Source: an optimization exercise on an open RTL-to-GDS flow (aim: small area, a short achievable clock period and few clock cycles per item). Production flows keep margins and buffers that such runs may drop. Only simulation tests tie the RTL to the original design; equivalence was not proved.

rev 12:
Design dot_engine_top, start of the top module:
module dot_engine_top (
  input wire logic clk,
  input wire logic reset,
  input wire logic w_wr,
  input wire logic [dot_pkg::ADDR_W-1:0] w_addr,
  input wire logic [dot_pkg::WORD_W-1:0] w_data,
  input wire logic start,
  input wire logic [dot_pkg::ADDR_W-1:0] vec_last,
  input wire logic act_valid,
  input wire logic [dot_pkg::WORD_W-1:0] act_data,
  output logic busy,
  output logic done,
  output logic signed [dot_pkg::RES_W-1:0] result
);
  logic buf_wr_en;
  logic [dot_pkg::VEC_DEPTH-1:0] rd_sel;
  logic [dot_pkg::WORD_W-1:0] rd_data;
  logic acc_clear;
  logic cut_vld;
  logic enc_load;
  logic w0_bypass;
  logic [dot_pkg::WORD_W-1:0] w_next;
  logic [dot_pkg::SUM_W-1:0] x_sum;
  logic [dot_pkg::SUM_W-1:0] y_sum;
  dot_ctrl dot_ctrl_i (
    .clk, .reset, .start, .vec_last, .act_valid, .w_wr, .w_addr,
    .busy, .done, .buf_wr_en, .rd_sel, .enc_load, .w0_bypass, .acc_clear, .cut_vld
  );
  weight_buffer weight_buffer_i (
    .clk, .wr_en(buf_wr_en), .wr_addr(w_addr), .wr_data(w_data),
    .rd_sel, .rd_data
  );
  assign w_next = w0_bypass ? w_data : rd_data;
  dp_unit dp_unit_i (
    .clk, .act_data, .w_word(w_next), .enc_load, .cut_vld, .x_out(x_sum), .y_out(y_sum)
  );
  dot_accumulator dot_accumulator_i (
    .clk, .clear(acc_clear), .vec_last, .x_in(x_sum), .y_in(y_sum), .acc(result)
  );
endmodule
Size in the first run: roughly 3000 cells after synthesis, ~720 flip-flops, about 33000 um^2 of cells after synthesis.
==> flow/config.mk <==
export PLATFORM = sky130hd
export DESIGN_NAME = dot_engine_top
export DESIGN_NICKNAME = dot_engine_top
export VERILOG_FILES = /design/flow/design.v
export SDC_FILE = /design/flow/constraint.sdc
export NUM_CORES = 4
export LEC_CHECK = 0
export ABC_AREA = 1
export CAP_MARGIN = 20
export CORE_MARGIN = 2
export CORE_UTILIZATION = 65
export CTS_CLUSTER_DIAMETER = 80
export CTS_CLUSTER_SIZE = 30
export SETUP_SLACK_MARGIN = 2.35
export SLEW_MARGIN = 20
==> flow/constraint.sdc <==
create_clock -name core_clock -period 5.0 [get_ports {clk}]
set_input_delay 1.0000 -clock core_clock [delete_from_list [all_inputs] [get_ports {clk}]]
set_output_delay 1.0000 -clock core_clock [all_outputs]
set_load 0.01 [all_outputs]
standard.sh (not shown) runs the stock make flow with config.mk's settings and CLKGATE_MAP_FILE= SYNTH_SCRIPT=/design/flow/synth_recipe.tcl, a recipe that flattens the netlist after the stock synthesis.
==> flow/flow/run.sh <==
#!/bin/bash
# The standard layout (the standard.sh), except that the buffers that
# buffer_ports puts on every input and output port are buf_1 cells; the
# resizer sizes them up where timing needs it.
set -euo pipefail
bash standard.sh "BUFFER_PORTS_ARGS=-buffer_cell sky130_fd_sc_hd__buf_1" finish > flow_standard.log 2>&1
Testbench counts of rev 12, summed over its fixed seeds: cycles 14,859, items 1,280.
### rev 12 -> rev 13
--- a/flow/design.v
+++ b/flow/design.v
@@ -18,38 +18,34 @@
   input wire logic [31:0] w_word,
   input wire logic enc_load,
   input wire logic cut_vld,
   output logic [17:0] x_out,
   output logic [17:0] y_out
 );
+  logic [31:0] w_q;
+  always_ff @(posedge clk) begin
+    if (enc_load) begin
+      w_q <= w_word;
+    end
+  end
   logic [3:0][3:0] one_q;
   logic [3:0][3:0] two_q;
   logic [3:0][3:0] neg_q;
-  logic [3:0][3:0] one_d;
-  logic [3:0][3:0] two_d;
-  logic [3:0][3:0] neg_d;
   for (genvar i = 0; i < 4; i++) begin : g_enc_lane
     for (genvar k = 0; k < 4; k++) begin : g_enc_digit
       logic b2, b1, b0;
-      assign b2 = w_word[i*8 + 2*k + 1];
-      assign b1 = w_word[i*8 + 2*k];
+      assign b2 = w_q[i*8 + 2*k + 1];
+      assign b1 = w_q[i*8 + 2*k];
       if (k == 0) begin : g_lsb
         assign b0 = 1'b0;
       end else begin : g_mid
-        assign b0 = w_word[i*8 + 2*k - 1];
+        assign b0 = w_q[i*8 + 2*k - 1];
       end
-      assign one_d[i][k] = b1 ^ b0;
-      assign two_d[i][k] = (b2 & ~b1 & ~b0) | (~b2 & b1 & b0);
-      assign neg_d[i][k] = b2;
-    end
-  end
-  always_ff @(posedge clk) begin
-    if (enc_load) begin
-      one_q <= one_d;
-      two_q <= two_d;
-      neg_q <= neg_d;
+      assign one_q[i][k] = b1 ^ b0;
+      assign two_q[i][k] = (b2 & ~b1 & ~b0) | (~b2 & b1 & b0);
+      assign neg_q[i][k] = b2;
     end
   end
   logic [3:0][2:0] ncnt;
   for (genvar k = 0; k < 4; k++) begin : g_ncnt
     assign ncnt[k] = 3'(neg_q[0][k]) + 3'(neg_q[1][k]) + 3'(neg_q[2][k]) + 3'(neg_q[3][k]);
   end
Findings:
In rev 13 the utilization turned out 0.73 points higher than in rev 12.
Rev 13 against rev 12: worst-margin pin slew saw a decrease; layout inverter count without the clock tree saw a decrease; fmax saw a decrease; post-synthesis to final-layout area growth saw an increase.
Rev 13: parity-gate share of the synthesized area counting xor and xnor cells lower than rev 12
Weighted congestion at the end of routability-driven global placement for rev 13 is higher than for rev 12.
Testbench counts of rev 13, summed over its fixed seeds: cycles 14,859, items 1,280.

==> port drivers added, routing unchanged <==
The results above use ideal ports. As a check the final layouts listed here were re-extracted and re-timed, cells and wires unchanged. Step 1: set_driving_cell puts a clkbuf_16 on clk and a buf_2 on each other input, an assumption about the parent block. Step 2, shift: input delay + t, output delay - t, t = (earliest + latest rising clock arrival at the registers) / 2. This alone moves slack from input paths to output paths. a / b / c = no drivers / after step 1 / after step 2; a / b = the first two.
| run | t (ns) | slack for setup (ns) | worst register clock-pin slew, ns |
|---|---|---|---|
| rev 12 | 0.641 | 2.365 / 2.408 / 1.766 | 0.12 / 0.12 |
| rev 13 | 0.639 | 2.353 / 2.353 / 1.804 | 0.11 / 0.11 |
After both steps every run listed still meets setup and hold. The setup slack of rev 12, which loses most, moves by +0.043 ns with the drivers and by -0.599 ns with both steps.
